Context: an optimization exercise on an open-source flow, tuned for small area, a short achievable clock period and few clock cycles. The choices shown serve that exercise and are no tape-out recipe.
In this exercise RTL edits were held to simulation tests only and were not proved equivalent to the original.

[flow/run.sh]
#!/bin/bash
# synth_recipe.tcl (not shown) runs the flow's synth.tcl, then flattens the netlist and writes it again
# the make line also repeats each setting of config.mk as NAME=value (left out here)
make -C /OpenROAD-flow-scripts/flow DESIGN_CONFIG=/design/flow/config.mk WORK_HOME=/design/flow/orfs CLKGATE_MAP_FILE= SYNTH_SCRIPT=/design/flow/synth_recipe.tcl finish
[flow/config.mk]
export PLATFORM = sky130hd
export DESIGN_NAME = foreground_box_track_table_unit
export DESIGN_NICKNAME = foreground_box_track_table_unit
export VERILOG_FILES = /design/flow/design.v
export SDC_FILE = /design/flow/constraint.sdc
export NUM_CORES = 4
export LEC_CHECK = 0
export CAP_MARGIN = 20
export CORE_MARGIN = 2
export CORE_UTILIZATION = 40
export SETUP_SLACK_MARGIN = 5
export SLEW_MARGIN = 20
[flow/constraint.sdc]
create_clock -name core_clock -period 12.5 [get_ports {clock}]
set_input_delay 2.5000 -clock core_clock [delete_from_list [all_inputs] [get_ports {clock}]]
set_output_delay 2.5000 -clock core_clock [all_outputs]
set_load 0.01 [all_outputs]
[flow/design.v]
package fbtt_pkg;
   localparam int MaxTracks = 32;
   localparam int MaxBoxes  = 32;
   localparam int CoordBits = 12;
   localparam int AreaBits = 25;
   localparam int SideBits = 13;
   localparam int PermBits = 10;
   localparam int CntBits  = 6;
   localparam int SumBits  = 30;
   localparam logic [CntBits-1:0] CountMax = {CntBits{1'b1}};
   localparam logic [SumBits-1:0] SumMax   = {SumBits{1'b1}};
   localparam logic [9:0]         PerMille = 10'd1000;
   localparam logic [2:0] CsrMinArea   = 3'd0;
   localparam logic [2:0] CsrMinSide   = 3'd1;
   localparam logic [2:0] CsrOverlap   = 3'd2;
   localparam logic [2:0] CsrMissLimit = 3'd3;
   localparam logic [2:0] CsrRetire    = 3'd4;
   localparam logic [2:0] CsrStable    = 3'd5;
   localparam logic [2:0] CsrStableMin = 3'd6;
   typedef struct packed {
      logic [11:0] box_x;
      logic [11:0] box_y;
      logic [12:0] box_w;
      logic [12:0] box_h;
      logic [24:0] contour_area;
      logic        box_present;
      logic        frame_end;
   } req_type;
   typedef struct packed {
      logic [11:0] stable_x;
      logic [11:0] stable_y;
      logic [12:0] stable_w;
      logic [12:0] stable_h;
      logic        stable_valid;
      logic [29:0] fore_area_sum;
      logic        boxes_dropped;
      logic        last_result;
   } rsp_type;
   typedef enum logic [3:0] {
      ST_IDLE,
      ST_SUM_RD,
      ST_SUM_ACC,
      ST_TRK_RD,
      ST_BOX_RD,
      ST_CMP1,
      ST_CMP2,
      ST_TRK_WR,
      ST_NEW_RD,
      ST_NEW_WR,
      ST_EMIT_RD,
      ST_EMIT_CHK,
      ST_EMIT_OUT,
      ST_DONE
   } state_type;
endpackage
module fbtt_lowest #(
   parameter int N = 32
) (
   input  logic [N-1:0] v,
   output logic [N-1:0] sel
);
   assign sel[0] = v[0];
   for (genvar i = 1; i < N; i++) begin : g_bit
      assign sel[i] = v[i] & ~|v[i-1:0];
   end
endmodule
module fbtt_first #(
   parameter int N = 32
) (
   input  logic [N-1:0]   c,
   input  logic [N*N-1:0] prec_t,
   output logic [N-1:0]   sel
);
   for (genvar i = 0; i < N; i++) begin : g_sel
      assign sel[i] = c[i] & ~|(c & prec_t[i*N +: N]);
   end
endmodule
module fbtt_enc32 (
   input  logic [31:0] oh,
   output logic [4:0]  idx
);
   always_comb begin
      idx = '0;
      for (int i = 0; i < 32; i++) begin
         if (oh[i]) idx = idx | 5'(i);
      end
   end
endmodule
module fbtt_atmost1 (
   input  logic [31:0] v,
   output logic        ok
);
   logic [31:0] a, m;
   always_comb begin
      a = v;
      m = '0;
      for (int w = 16; w >= 1; w = w / 2) begin
         for (int i = 0; i < w; i++) begin
            m[i] = m[2*i] | m[2*i+1] | (a[2*i] & a[2*i+1]);
            a[i] = a[2*i] | a[2*i+1];
         end
      end
      ok = !m[0];
   end
endmodule
import fbtt_pkg::*;
module foreground_box_track_table_unit (
   input  logic        clock,
   input  logic        reset,
   input  logic        req_valid,
   output logic        req_ready,
   input  logic [76:0] req_data,
   output logic        rsp_valid,
   input  logic        rsp_ready,
   output logic [82:0] rsp_data,
   input  logic        csr_valid,
   output logic        csr_ready,
   input  logic [2:0]  csr_index,
   input  logic [31:0] csr_data
);
   localparam int NS = 32;    
   localparam int BW = 50;    
   logic [24:0] min_area_ff, stable_min_ff;
   logic [12:0] min_side_ff;
   logic [9:0]  overlap_ff;
   logic [5:0]  miss_limit_ff, retire_ff, stable_cnt_ff;
   assign csr_ready = 1'b1;
   always_ff @(posedge clock) begin
      if (reset) begin
         min_area_ff   <= 25'd100;
         min_side_ff   <= 13'd15;
         overlap_ff    <= 10'd950;
         miss_limit_ff <= 6'd10;
         retire_ff     <= 6'd20;
         stable_cnt_ff <= 6'd40;
         stable_min_ff <= 25'd250;
      end else if (csr_valid) begin
         case (csr_index)
            3'd0: min_area_ff   <= csr_data[24:0];
            3'd1: min_side_ff   <= csr_data[12:0];
            3'd2: overlap_ff    <= csr_data[9:0];
            3'd3: miss_limit_ff <= csr_data[5:0];
            3'd4: retire_ff     <= csr_data[5:0];
            3'd5: stable_cnt_ff <= csr_data[5:0];
            3'd6: stable_min_ff <= csr_data[24:0];
            default: ;
         endcase
      end
   end
   logic [NS*BW-1:0] cur_q, nxt_q;
   logic [NS-1:0]    cdeg_q, ndeg_q, big_q, nbig_q;
   logic [NS*6-1:0]  hits_q, miss_q;
   logic [NS-1:0]    v_q, pend_q, mat_q;
   logic [NS*NS-1:0] prec_t;
   logic [NS-1:0]    ins;    
   for (genvar i = 0; i < NS; i++) begin : g_ord_i
      assign prec_t[i*NS+i] = 1'b0;
      for (genvar j = i + 1; j < NS; j++) begin : g_ord_j
         logic i_first;    
         always_ff @(posedge clock) begin
            if (ins[j])      i_first <= 1'b1;
            else if (ins[i]) i_first <= 1'b0;
         end
         assign prec_t[j*NS+i] = i_first;
         assign prec_t[i*NS+j] = ~i_first;
      end
   end
   logic [76:0] q_d0, q_d1;
   logic [1:0]  q_cnt;
   logic        q_push, q_pop;
   assign req_ready = (q_cnt != 2'd2);
   assign q_push = req_valid && req_ready;
   always_ff @(posedge clock) begin
      if (reset) begin
         q_cnt <= '0;
      end else begin
         case ({q_push, q_pop})
            2'b10: begin
               if (q_cnt == 2'd0) q_d0 <= req_data;
               else q_d1 <= req_data;
               q_cnt <= q_cnt + 2'd1;
            end
            2'b01: begin
               q_d0  <= q_d1;
               q_cnt <= q_cnt - 2'd1;
            end
            2'b11: begin
               if (q_cnt == 2'd1) q_d0 <= req_data;
               else begin
                  q_d0 <= q_d1;
                  q_d1 <= req_data;
               end
            end
            default: ;
         endcase
      end
   end
   logic           b_v, b_isbox, b_fe, b_drop, b_deg;
   logic [BW-1:0]  b_box;
   logic [12:0]    b_w, b_h;
   logic [5:0]     nbox_q;
   logic           b_load, b_leave, b_pass;
   logic           barrier_q;
   logic           c_accept;
   logic [11:0] h_x, h_y;
   logic [12:0] h_w, h_h, h_x1, h_y1;
   logic        h_keep;
   assign h_x  = q_d0[76:65];
   assign h_y  = q_d0[64:53];
   assign h_w  = q_d0[52:40];
   assign h_h  = q_d0[39:27];
   assign h_x1 = {1'b0, h_x} + h_w;
   assign h_y1 = {1'b0, h_y} + h_h;
   assign h_keep = q_d0[1] && (q_d0[26:2] >= min_area_ff) &&
                   (h_w >= min_side_ff) && (h_h >= min_side_ff);
   assign b_pass  = b_v && (b_isbox || b_fe) && !barrier_q && c_accept;
   assign b_leave = b_pass || (b_v && !b_isbox && !b_fe && !(b_drop && barrier_q));
   assign b_load  = (q_cnt != 2'd0) && (!b_v || b_leave);
   assign q_pop   = b_load;
   always_ff @(posedge clock) begin
      if (reset) begin
         b_v    <= 1'b0;
         nbox_q <= '0;
      end else begin
         if (b_load) begin
            b_v     <= 1'b1;
            b_isbox <= h_keep && (nbox_q != 6'd32);
            b_drop  <= h_keep && (nbox_q == 6'd32);
            b_fe    <= q_d0[0];
            b_box   <= {h_x, h_y, h_x1, h_y1};
            b_deg   <= !((h_x1 > {1'b0, h_x}) && (h_y1 > {1'b0, h_y}));
            b_w     <= h_w;
            b_h     <= h_h;
            if (q_d0[0]) nbox_q <= '0;
            else if (h_keep && (nbox_q != 6'd32)) nbox_q <= nbox_q + 6'd1;
         end else if (b_leave) begin
            b_v <= 1'b0;
         end
      end
   end
   logic [NS-1:0] isect;
   for (genvar s = 0; s < NS; s++) begin : g_isect
      logic [11:0] tx, ty;
      logic [12:0] tx1, ty1;
      assign tx  = cur_q[s*BW+38 +: 12];
      assign ty  = cur_q[s*BW+26 +: 12];
      assign tx1 = cur_q[s*BW+13 +: 13];
      assign ty1 = cur_q[s*BW+0  +: 13];
      assign isect[s] = v_q[s] && !cdeg_q[s] &&
                        (tx1 > {1'b0, b_box[49:38]}) && (b_box[25:13] > {1'b0, tx}) &&
                        (ty1 > {1'b0, b_box[37:26]}) && (b_box[12:0] > {1'b0, ty});
   end
   logic           c_v, c_isbox, c_fe, c_deg;
   logic [BW-1:0]  c_box;
   logic [25:0]    c_area;
   logic [NS-1:0]  c_rem, c_pick;
   logic           c_last, c_issue, c_ok, c_one, c_fe_only, c_fedone;
   logic [NS-1:0]  c_rem_nx, isect_m;
   logic           one_nx, one_ld;
   logic [4:0]     c_idx;
   logic [BW-1:0]  c_tbox;
   logic           em_busy, rc_busy;
   logic [29:0]    sum_q;
   logic           ovf_q;
   logic [30:0]    sum_add;
   fbtt_lowest #(.N(NS)) u_c_low (.v(c_rem), .sel(c_pick));
   fbtt_enc32 u_c_enc (.oh(c_pick), .idx(c_idx));
   assign c_last    = c_one;
   assign c_ok      = !c_fe || (!em_busy && !rc_busy);
   assign c_fe_only = c_fe && !c_isbox;
   assign c_issue   = c_v && !c_fe_only && c_ok;
   assign c_fedone  = c_v && c_fe_only && c_ok && !f1_v && !f2_v && !f3_v;
   assign c_accept  = !c_v || (c_issue && c_last) || c_fedone;
   assign c_rem_nx  = c_rem & ~c_pick;
   assign isect_m   = (b_isbox && !b_deg) ? isect : '0;
   fbtt_atmost1 u_one_nx (.v(c_rem_nx), .ok(one_nx));
   fbtt_atmost1 u_one_ld (.v(isect_m), .ok(one_ld));
   assign sum_add = {1'b0, sum_q} + 31'(c_area);
   always_comb begin
      c_tbox = '0;
      for (int s = 0; s < NS; s++) begin
         c_tbox = c_tbox | (cur_q[s*BW +: BW] & {BW{c_pick[s]}});
      end
   end
   logic fe_clear;    
   always_ff @(posedge clock) begin
      if (reset) begin
         c_v       <= 1'b0;
         barrier_q <= 1'b0;
         sum_q     <= '0;
         ovf_q     <= 1'b0;
      end else begin
         if (b_pass) begin
            c_v     <= 1'b1;
            c_isbox <= b_isbox;
            c_fe    <= b_fe;
            c_deg   <= b_deg;
            c_box   <= b_box;
            c_area  <= b_w * b_h;
            c_rem   <= isect_m;
            c_one   <= one_ld;
         end else if (c_issue) begin
            c_rem <= c_rem_nx;
            c_one <= one_nx;
            if (c_last) c_v <= 1'b0;
         end else if (c_fedone) begin
            c_v <= 1'b0;
         end
         if (b_pass && b_fe) barrier_q <= 1'b1;
         else if (fe_clear) barrier_q <= 1'b0;
         if (fe_clear) begin
            sum_q <= '0;
            ovf_q <= 1'b0;
         end else begin
            if (c_issue && c_last && c_isbox)
               sum_q <= sum_add[30] ? 30'h3fffffff : sum_add[29:0];
            if (b_leave && b_drop) ovf_q <= 1'b1;
         end
      end
   end
   logic           f1_v, f1_hc, f1_last, f1_isbox, f1_fe, f1_big, f1_deg;
   logic [4:0]     f1_idx;
   logic [BW-1:0]  f1_a, f1_b;
   logic           f2_v, f2_hc, f2_last, f2_isbox, f2_fe, f2_big, f2_deg;
   logic [4:0]     f2_idx;
   logic [BW-1:0]  f2_b;
   logic [12:0]    f2_dxi, f2_dyi, f2_dxu, f2_dyu;
   logic           f3_v, f3_hc, f3_last, f3_isbox, f3_fe, f3_big, f3_deg;
   logic [4:0]     f3_idx;
   logic [BW-1:0]  f3_b;
   logic [25:0]    f3_inter, f3_encl;
   logic           d_v, d_match, d_last, d_isbox, d_fe, d_big, d_deg;
   logic [4:0]     d_idx;
   logic [BW-1:0]  d_box;
   logic [12:0] ax, ay, ax1, ay1, bx, by, bx1, by1;
   logic [12:0] ix0, iy0, ix1, iy1, ux0, uy0, ux1, uy1;
   assign ax  = {1'b0, f1_a[49:38]};
   assign ay  = {1'b0, f1_a[37:26]};
   assign ax1 = f1_a[25:13];
   assign ay1 = f1_a[12:0];
   assign bx  = {1'b0, f1_b[49:38]};
   assign by  = {1'b0, f1_b[37:26]};
   assign bx1 = f1_b[25:13];
   assign by1 = f1_b[12:0];
   assign ix0 = (ax > bx) ? ax : bx;
   assign iy0 = (ay > by) ? ay : by;
   assign ux0 = (ax < bx) ? ax : bx;
   assign uy0 = (ay < by) ? ay : by;
   assign ix1 = (ax1 < bx1) ? ax1 : bx1;
   assign iy1 = (ay1 < by1) ? ay1 : by1;
   assign ux1 = (ax1 > bx1) ? ax1 : bx1;
   assign uy1 = (ay1 > by1) ? ay1 : by1;
   logic [37:0] rdiff;
   assign rdiff = ({12'd0, f3_inter} * 38'd1000) - ({12'd0, f3_encl} * {28'd0, overlap_ff});
   always_ff @(posedge clock) begin
      if (reset) begin
         f1_v <= 1'b0;
         f2_v <= 1'b0;
         f3_v <= 1'b0;
         d_v  <= 1'b0;
      end else begin
         f1_v <= c_issue;
         f2_v <= f1_v;
         f3_v <= f2_v;
         d_v  <= f3_v;
      end
      f1_hc    <= (c_rem != '0);
      f1_idx   <= c_idx;
      f1_last  <= c_last;
      f1_isbox <= c_isbox;
      f1_fe    <= c_fe;
      f1_big   <= (c_area > 26'(stable_min_ff));
      f1_deg   <= c_deg;
      f1_a     <= c_tbox;
      f1_b     <= c_box;
      f2_hc    <= f1_hc;
      f2_idx   <= f1_idx;
      f2_last  <= f1_last;
      f2_isbox <= f1_isbox;
      f2_fe    <= f1_fe;
      f2_big   <= f1_big;
      f2_deg   <= f1_deg;
      f2_b     <= f1_b;
      f2_dxi   <= ix1 - ix0;
      f2_dyi   <= iy1 - iy0;
      f2_dxu   <= ux1 - ux0;
      f2_dyu   <= uy1 - uy0;
      f3_hc    <= f2_hc;
      f3_idx   <= f2_idx;
      f3_last  <= f2_last;
      f3_isbox <= f2_isbox;
      f3_fe    <= f2_fe;
      f3_big   <= f2_big;
      f3_deg   <= f2_deg;
      f3_b     <= f2_b;
      f3_inter <= f2_dxi * f2_dyi;
      f3_encl  <= f2_dxu * f2_dyu;
      d_match  <= f3_hc && !rdiff[37] && (rdiff != '0);
      d_idx    <= f3_idx;
      d_last   <= f3_last;
      d_isbox  <= f3_isbox;
      d_fe     <= f3_fe;
      d_big    <= f3_big;
      d_deg    <= f3_deg;
      d_box    <= f3_b;
   end
   logic [NS-1:0] mv_q, mv_cur, avail, d_sel, d_free, free_low;
   logic [NS-1:0] d_dec;
   logic          d_do, d_assign, d_pend, d_fifo;
   always_comb begin
      d_dec = '0;
      d_dec[d_idx] = d_match;
   end
   assign mv_cur = mv_q | d_dec;
   assign avail  = mv_cur & ~mat_q;
   fbtt_first #(.N(NS)) u_d_first (.c(avail), .prec_t(prec_t), .sel(d_sel));
   assign d_free = ~v_q & ~pend_q;
   fbtt_lowest #(.N(NS)) u_free_low (.v(d_free), .sel(free_low));
   assign d_do     = d_v && d_last && d_isbox;
   assign d_assign = d_do && (avail != '0);
   assign d_pend   = d_do && (avail == '0) && (d_free != '0);
   assign d_fifo   = d_do && (avail == '0) && (d_free == '0);
   always_ff @(posedge clock) begin
      if (reset) mv_q <= '0;
      else if (d_v) mv_q <= d_last ? '0 : mv_cur;
   end
   logic [BW:0]  fifo_mem [32];
   logic [5:0]   fifo_wp, fifo_rp;
   logic [BW:0]  fifo_head;
   assign fifo_head = fifo_mem[fifo_rp[4:0]];
   always_ff @(posedge clock) begin
      if (d_fifo) fifo_mem[fifo_wp[4:0]] <= {d_box, d_deg};
   end
   localparam logic [1:0] FE_IDLE = 2'd0, FE_UPD = 2'd1, FE_DRAIN = 2'd2, FE_FIN = 2'd3;
   logic [1:0] fe_st;
   logic       fe_upd, fe_fin, drain, drain_drop_q, es_start;
   assign fe_upd = (fe_st == FE_UPD);
   assign fe_fin = (fe_st == FE_FIN);
   assign drain  = (fe_st == FE_DRAIN);
   assign fe_clear = (fe_upd && (fifo_wp == '0)) || fe_fin;
   always_ff @(posedge clock) begin
      if (reset) begin
         fe_st        <= FE_IDLE;
         fifo_wp      <= '0;
         fifo_rp      <= '0;
         drain_drop_q <= 1'b0;
      end else begin
         if (d_fifo) fifo_wp <= fifo_wp + 6'd1;
         case (fe_st)
            FE_IDLE:  if ((d_v && d_last && d_fe) || c_fedone) fe_st <= FE_UPD;
            FE_UPD:   fe_st <= (fifo_wp == '0) ? FE_IDLE : FE_DRAIN;
            FE_DRAIN: begin
               if (d_free == '0) drain_drop_q <= 1'b1;
               fifo_rp <= fifo_rp + 6'd1;
               if (fifo_rp + 6'd1 == fifo_wp) fe_st <= FE_FIN;
            end
            default: fe_st <= FE_IDLE;
         endcase
         if (fe_clear) begin
            fifo_wp      <= '0;
            fifo_rp      <= '0;
            drain_drop_q <= 1'b0;
         end
      end
   end
   logic [NS-1:0] nxt_we, pend_set;
   logic [BW:0]   wbus;
   logic          wbig;
   assign pend_set = (d_pend ? free_low : '0) | ((drain && d_free != '0) ? free_low : '0);
   assign nxt_we   = (d_assign ? d_sel : '0) | pend_set;
   assign ins      = pend_set;
   assign wbus     = drain ? fifo_head : {d_box, d_deg};
   assign wbig     = d_big;
   logic [NS-1:0] rc_rem, rc_low, rc_sel1, rc_sel2;
   logic          rc1_v, rc2_v;
   logic [12:0]   rc_w, rc_h;
   logic [NS-1:0] big_we;
   logic          big_wd;
   for (genvar s = 0; s < NS; s++) begin : g_slot
      logic [5:0] hits, miss, nh, nm;
      logic       keepm, keepu, commit_pend, upd_m, kill;
      assign hits = hits_q[s*6 +: 6];
      assign miss = miss_q[s*6 +: 6];
      assign nh = (hits == 6'd63) ? hits : hits + 6'd1;
      assign nm = (miss == 6'd63) ? miss : miss + 6'd1;
      assign keepm = (nh <= retire_ff);
      assign keepu = (nm <= miss_limit_ff);
      assign commit_pend = (fe_upd || fe_fin) && pend_q[s];
      assign upd_m = fe_upd && v_q[s] && mat_q[s] && keepm;
      assign kill  = fe_upd && v_q[s] && (mat_q[s] ? !keepm : !keepu);
      always_ff @(posedge clock) begin
         if (reset) begin
            v_q[s]    <= 1'b0;
            pend_q[s] <= 1'b0;
            mat_q[s]  <= 1'b0;
         end else begin
            if (commit_pend) v_q[s] <= 1'b1;
            else if (kill) v_q[s] <= 1'b0;
            if (commit_pend) pend_q[s] <= 1'b0;
            else if (pend_set[s]) pend_q[s] <= 1'b1;
            if (fe_upd) mat_q[s] <= 1'b0;
            else if (d_assign && d_sel[s]) mat_q[s] <= 1'b1;
         end
         if (nxt_we[s]) begin
            nxt_q[s*BW +: BW] <= wbus[BW:1];
            ndeg_q[s]         <= wbus[0];
            nbig_q[s]         <= wbig;
         end
         if (upd_m || commit_pend) begin
            cur_q[s*BW +: BW] <= nxt_q[s*BW +: BW];
            cdeg_q[s]         <= ndeg_q[s];
         end
         if (upd_m) big_q[s] <= nbig_q[s];
         else if (big_we[s]) big_q[s] <= big_wd;
         if (upd_m) hits_q[s*6 +: 6] <= nh;
         else if (commit_pend) hits_q[s*6 +: 6] <= '0;
         if (upd_m || commit_pend) miss_q[s*6 +: 6] <= '0;
         else if (fe_upd && v_q[s] && !mat_q[s]) miss_q[s*6 +: 6] <= nm;
      end
   end
   logic [NS-1:0] stable, es_rem, e_sel, e1_sel;
   logic          es_act, e1_v, e1_last, e1_zero, e_take, rsp_free;
   logic [29:0]   esum_q;
   logic          eovf_q;
   logic          rsp_v_q;
   logic [82:0]   rsp_q;
   logic [NS-1:0] mux_sel;
   logic [BW-1:0] e_box;
   logic          e_load;
   for (genvar s = 0; s < NS; s++) begin : g_stable
      assign stable[s] = v_q[s] && big_q[s] && (hits_q[s*6 +: 6] > stable_cnt_ff);
   end
   fbtt_first #(.N(NS)) u_e_first (.c(es_rem), .prec_t(prec_t), .sel(e_sel));
   assign rsp_free = !rsp_v_q || rsp_ready;
   assign e_take   = e1_v && rsp_free;
   assign e_load   = es_act && (!e1_v || e_take);
   assign em_busy  = es_start || es_act || e1_v;
   assign mux_sel = (e1_v ? e1_sel : '0) | (rc1_v ? rc_sel1 : '0);
   always_comb begin
      e_box = '0;
      for (int s = 0; s < NS; s++) begin
         e_box = e_box | (cur_q[s*BW +: BW] & {BW{mux_sel[s]}});
      end
   end
   logic [12:0] e_w, e_h;
   assign e_w = e_box[25:13] - {1'b0, e_box[49:38]};
   assign e_h = e_box[12:0] - {1'b0, e_box[37:26]};
   always_ff @(posedge clock) begin
      if (reset) begin
         es_start <= 1'b0;
         es_act   <= 1'b0;
         e1_v     <= 1'b0;
         rsp_v_q  <= 1'b0;
      end else begin
         es_start <= fe_clear;
         if (es_start) begin
            es_rem <= stable;
            es_act <= 1'b1;
         end else if (e_load) begin
            es_rem <= es_rem & ~e_sel;
            if ((es_rem & ~e_sel) == '0) es_act <= 1'b0;
         end
         if (e_load) begin
            e1_v    <= 1'b1;
            e1_sel  <= e_sel;
            e1_zero <= (es_rem == '0);
            e1_last <= ((es_rem & ~e_sel) == '0);
         end else if (e_take) begin
            e1_v <= 1'b0;
         end
         if (e_take) rsp_v_q <= 1'b1;
         else if (rsp_ready) rsp_v_q <= 1'b0;
      end
      if (fe_clear) begin
         esum_q <= sum_q;
         eovf_q <= ovf_q || drain_drop_q;
      end
      if (e_take) begin
         if (e1_zero)
            rsp_q <= {12'd0, 12'd0, 13'd0, 13'd0, 1'b0, esum_q, eovf_q, 1'b1};
         else
            rsp_q <= {e_box[49:38], e_box[37:26], e_w, e_h, 1'b1, esum_q, eovf_q, e1_last};
      end
   end
   assign rsp_valid = rsp_v_q;
   assign rsp_data  = rsp_q;
   fbtt_lowest #(.N(NS)) u_rc_low (.v(rc_rem), .sel(rc_low));
   assign rc_busy = (rc_rem != '0) || rc1_v || rc2_v;
   assign big_wd  = ((26'(rc_w) * 26'(rc_h)) > 26'(stable_min_ff));
   assign big_we  = rc2_v ? rc_sel2 : '0;
   always_ff @(posedge clock) begin
      if (reset) begin
         rc_rem <= '0;
         rc1_v  <= 1'b0;
         rc2_v  <= 1'b0;
      end else begin
         if (csr_valid && csr_index == 3'd6) rc_rem <= v_q;
         else rc_rem <= rc_rem & ~rc_low;
         rc1_v <= (rc_rem != '0);
         rc2_v <= rc1_v;
      end
      rc_sel1 <= rc_low;
      rc_sel2 <= rc_sel1;
      rc_w    <= e_w;
      rc_h    <= e_h;
   end
endmodule
==> impl.org <==
** Route
- Detailed router's first-iteration violation count :: 51500
- For this block, the routed nets add up to 2160000 um of wire.
- The first detailed-routing pass took 10 iterations.
- Number of nets still failing antenna checks after routing :: 0
- In the routed layout, each cell is associated on average with a via count of 6.70.
- Number of remaining DRC errors :: 0
- Met2 routed wirelength :: 869000 um
- Detailed routing inserted a total of 295000 vias.
- In the detailed route, the total length drawn on met3 is 276000 um.
- Met1 routed wirelength after detailed routing :: 797000 um
- Signal routing reaches up to met5.
- Routed length per instance :: 49.1 um

** Hold path
- The min-delay analysis places its worst path in the category reg -> reg.

** Timing
- Post-route worst hold slack :: 301 ps
- Worst-margin pin slew :: 1350 ps
- Highest achievable clock rate :: 0.107 GHz
- Portion of the clock cycle consumed by the worst path in the final layout :: 75.1%
- Clock Skew :: 213 ps
- Final sum of negative setup slack :: 0 ps
- After layout, the worst setup slack is 3110 ps.
- Setup Viol. Count Final :: 0
- Fin crit period :: 9390 ps
- Relative slew slack :: 9.84%
- Setup repair after global routing could not meet its margin everywhere.
- Max-slew violation total from the final report :: 0
- Hold Fails Final Rpt :: 0

** Critical path
- Element type at the critical path end :: register
- The most numerous cell type found on the critical path is sky130_fd_sc_hd__fa_1.
- For the worst setup path, the data arrival time is 10360 ps.
- The worst setup path is launched from a register.
- In this design, the stage delay of the slowest critical-path cell is 550 ps.
- Data on the critical path is required at its endpoint by 13470 ps.
- By startpoint and endpoint, the worst setup path is classified as reg -> reg.
- The slowest stage of the critical path belongs to the cell sky130_fd_sc_hd__fa_1.
- Maximum fanout count along the critical path :: 6

** Place
- After legalization and detailed placement, the total HPWL measured 1570000 um.
- In this run the tool buffered the top-level ports with 194 buffer cells.
- Placed Cells :: 41800
- Routability-driven placement finished with a final weighted congestion of 1.10.
- Pre-CTS WS :: 1920 ps

** Synth
- Count of flip-flops with a built-in enable after synthesis :: 5678
- Counting every instance in the synthesized netlist gives 29500.
- In this run, synthesis produced a sequential element count of 7177.
- For this run, the number of Yosys warnings is 3.
- Syn_nets :: 33300
- Among all flip-flop cells after synthesis, the most frequent one is sky130_fd_sc_hd__edfxtp_1.
- Of all flip-flops after synthesis, the portion carrying an async set or reset was 0%.
- Synthesized area per cell :: 12.4 um^2
- Number of distinct standard cells referenced by the synthesized netlist :: 99
- For this run, the register share of the synthesized area comes to 55.0%.
- Netlist Area Pre-Place :: 365000 um^2

** Global route
- Maximum number of pins on one net before global-route repair :: 134
- In the global route stage, overall resource usage came out at 45.7%.
- The via count of the first global-routing pass was 271000.
- Initial antenna violation count :: 484
- The first global-routing pass estimated 2760000 um of wire.
- Global routing finished with a remaining overflow of 0.

** Die
- Number of rows created at floorplan :: 350
- I/O Pins :: 203
- The floorplan step defined a die boundary enclosing 919000 um^2.
- In this run the vertical extent of the chip is 959 um.
- Initial cell density of the core :: 40.1%
- In this run the horizontal extent of the chip is 959 um.
- The core region is 908000 um^2.

** Layout
- Leaving out fill and tap cells, the most frequent cells in the layout are sky130_fd_sc_hd__edfxtp_1, sky130_fd_sc_hd__ha_1, sky130_fd_sc_hd__nand2_1.
- Most common cell after layout, fill and taps aside :: sky130_fd_sc_hd__edfxtp_1
- Cells with a size suffix above 1 make up 12.6% of the layout.
- The finished layout holds 44100 standard cells, fillers aside.
- After the last flow step, the layout net total stands at 34400.
- Area added between synthesis and finish :: 15.4%
- Once layout is complete, the utilization of the core stands at 46.3%.

** CTS
- CTS tree :: done
- In this run the number of H-tree levels came out at 6.
- Clock transition at path regs :: 60 ps
- The cell sitting at the root of the clock tree is a sky130_fd_sc_hd__clkbuf_16.
- Clock net sink count :: 7177
- The longest clock path from root to sink contains 5 buffers.
- Number of buffers inserted during clock tree synthesis :: 814
- Clock latency (worst-skew pair) :: 1250 ps

** Status
- Status :: timing/DRC/antenna clean

** Run
- Max Cap Viol :: 0
[final cells by class]
cell class                      instances  area (um^2)
Clock inverter                        497         5730
Fill cell                           82200       488000
Tap cell                            12100        15200
Antenna cell                          691         1730
Inverter                             2307         8670
Clock buffer                         1013        22100
Timing Repair Buffer                 1412        11700
Multi-Input combinational cell      18800       155000
Sequential cell                      7177       201000
[critical path: cells and delay by family, from the launching register on]
kind | cells | cell delay (ps)
XOR/XNOR | 1 | 250
buffers and inverters | 5 | 420
AND/OR/NAND/NOR | 6 | 1580
adder cells (fa/ha/maj) | 9 | 3760
flip-flops | 1 | 350
AO/OA/AOI/OAI | 13 | 2810
[final timing paths]
check                    from        to  slack, ps  depth (start not counted)
setup / recovery  f3_inter[8]   d_match       3110                         34
hold / removal        f3_b[0]  d_box[0]        300                          0
setup reg to reg  f3_inter[8]   d_match       3110                         34
hold reg to reg       f3_b[0]  d_box[0]        300                          0
[logic make-up (layout without fill, tap and decap cells)]
group                    Yosys count  after routing  share of synthesized area [%]
AND/OR/NAND/NOR                 7757           7758                           10.4
multiplexers                     839            839                           4.11
adder cells (fa/ha/maj)         3738           3738                           14.5
buffers and inverters           3489           5229                           3.61
XOR/XNOR                         393            393                          0.944
other                              1            692                        0.00103
AO/OA/AOI/OAI                   6086           6086                           11.5
flip-flops                      7177           7177                           55.0
[state kept, by name, summed over array words and instances (netlist names), 50 cells and up, named ones only]
name                     cells
q_d0                        77
g_ord_i.g_ord_j.i_first    496
q_d1                        77
nxt_q                     1600
f1_b                        50
hits_q                     192
c_box                       50
rsp_q                       83
f2_b                        50
b_box                       50
miss_q                     192
f1_a                        50
f3_b                        50
cur_q                     1600
d_box                       50
fifo_mem                  1632
[cell usage after synthesis (117+ instances only)]
master	count	area, um^2
sky130_fd_sc_hd__a2111oi_0	119	1040
sky130_fd_sc_hd__a211oi_1	136	1020
sky130_fd_sc_hd__a21o_1	325	2440
sky130_fd_sc_hd__a21oi_1	1221	6110
sky130_fd_sc_hd__a221oi_1	521	4560
sky130_fd_sc_hd__a222oi_1	117	1170
sky130_fd_sc_hd__a22o_1	369	3230
sky130_fd_sc_hd__a22oi_1	848	6370
sky130_fd_sc_hd__and2_1	427	2670
sky130_fd_sc_hd__and3_1	198	1240
sky130_fd_sc_hd__buf_1	151	567
sky130_fd_sc_hd__clkbuf_1	1003	3760
sky130_fd_sc_hd__dfxtp_1	1499	30000
sky130_fd_sc_hd__edfxtp_1	5678	171000
sky130_fd_sc_hd__fa_1	813	16300
sky130_fd_sc_hd__ha_1	2912	36400
sky130_fd_sc_hd__inv_1	2299	8630
sky130_fd_sc_hd__mux2_2	161	1810
sky130_fd_sc_hd__mux2i_1	168	1680
sky130_fd_sc_hd__mux4_2	510	11500
sky130_fd_sc_hd__nand2_1	2902	10900
sky130_fd_sc_hd__nand2b_1	206	1290
sky130_fd_sc_hd__nand3_1	513	2570
sky130_fd_sc_hd__nand4_1	631	3950
sky130_fd_sc_hd__nand4b_1	120	1050
sky130_fd_sc_hd__nor2_1	1359	5100
sky130_fd_sc_hd__nor2b_1	430	2690
sky130_fd_sc_hd__nor3_1	290	1450
sky130_fd_sc_hd__nor4_1	245	1530
sky130_fd_sc_hd__o211ai_1	118	886
sky130_fd_sc_hd__o21a_1	372	2790
sky130_fd_sc_hd__o21ai_0	935	4680
sky130_fd_sc_hd__o22ai_1	362	2260
sky130_fd_sc_hd__xnor2_1	232	2030
sky130_fd_sc_hd__xor2_1	161	1410
[timing repair]
item,4_1_cts,5_1_grt
buffers inserted,25,43
setup endpoints to repair,1219,419
hold buffers,0,0
endpoints found under the hold margin,0,0
resized for setup,111,44
cloned,2,0
pin swaps,30,22
[stage by stage]
stage | cell area (um^2)
5_1_grt | 420000
4_1_cts | 418000
3_5_place_dp | 389000
3_3_place_gp | 389000
6_report | 421000
2_1_floorplan | 365000
[metal layers]
metal / vias to the layer above / GRT usage [%]
met5: - / 0.0822
met4: 196 / 37.9
met3: 6815 / 17.4
met2: 23200 / 63.1
met1: 151000 / 56.6
li1: 114000 / -
Testbench counts, summed over its fixed seeds: cycles 6,671.

## re-timing with driven ports
The results above use ideal ports. As a check the final layout listed here was re-extracted and re-timed, cells and wires unchanged. Step 1: set_driving_cell puts a clkbuf_16 on clock and a buf_2 on each other input, an assumption about the parent block. Step 2 times the ports against the registers' clock, not the clock port: input delays grow and output delays shrink by t, the midpoint of the rising clock arrivals with the driver on. Three values: ideal, step 1, step 2; two values: the first two.
t, ns: 1.321
setup slack, ns: 3.111 / 3.111 / 3.111
slew at the worst register clock pin (ns): 0.08 / 0.08
pins driven straight from the clock port: 1
After both steps this run still meets setup and hold. For this run, drivers alone change the setup slack by 0.000 ns; drivers and shift together by 0.000 ns.
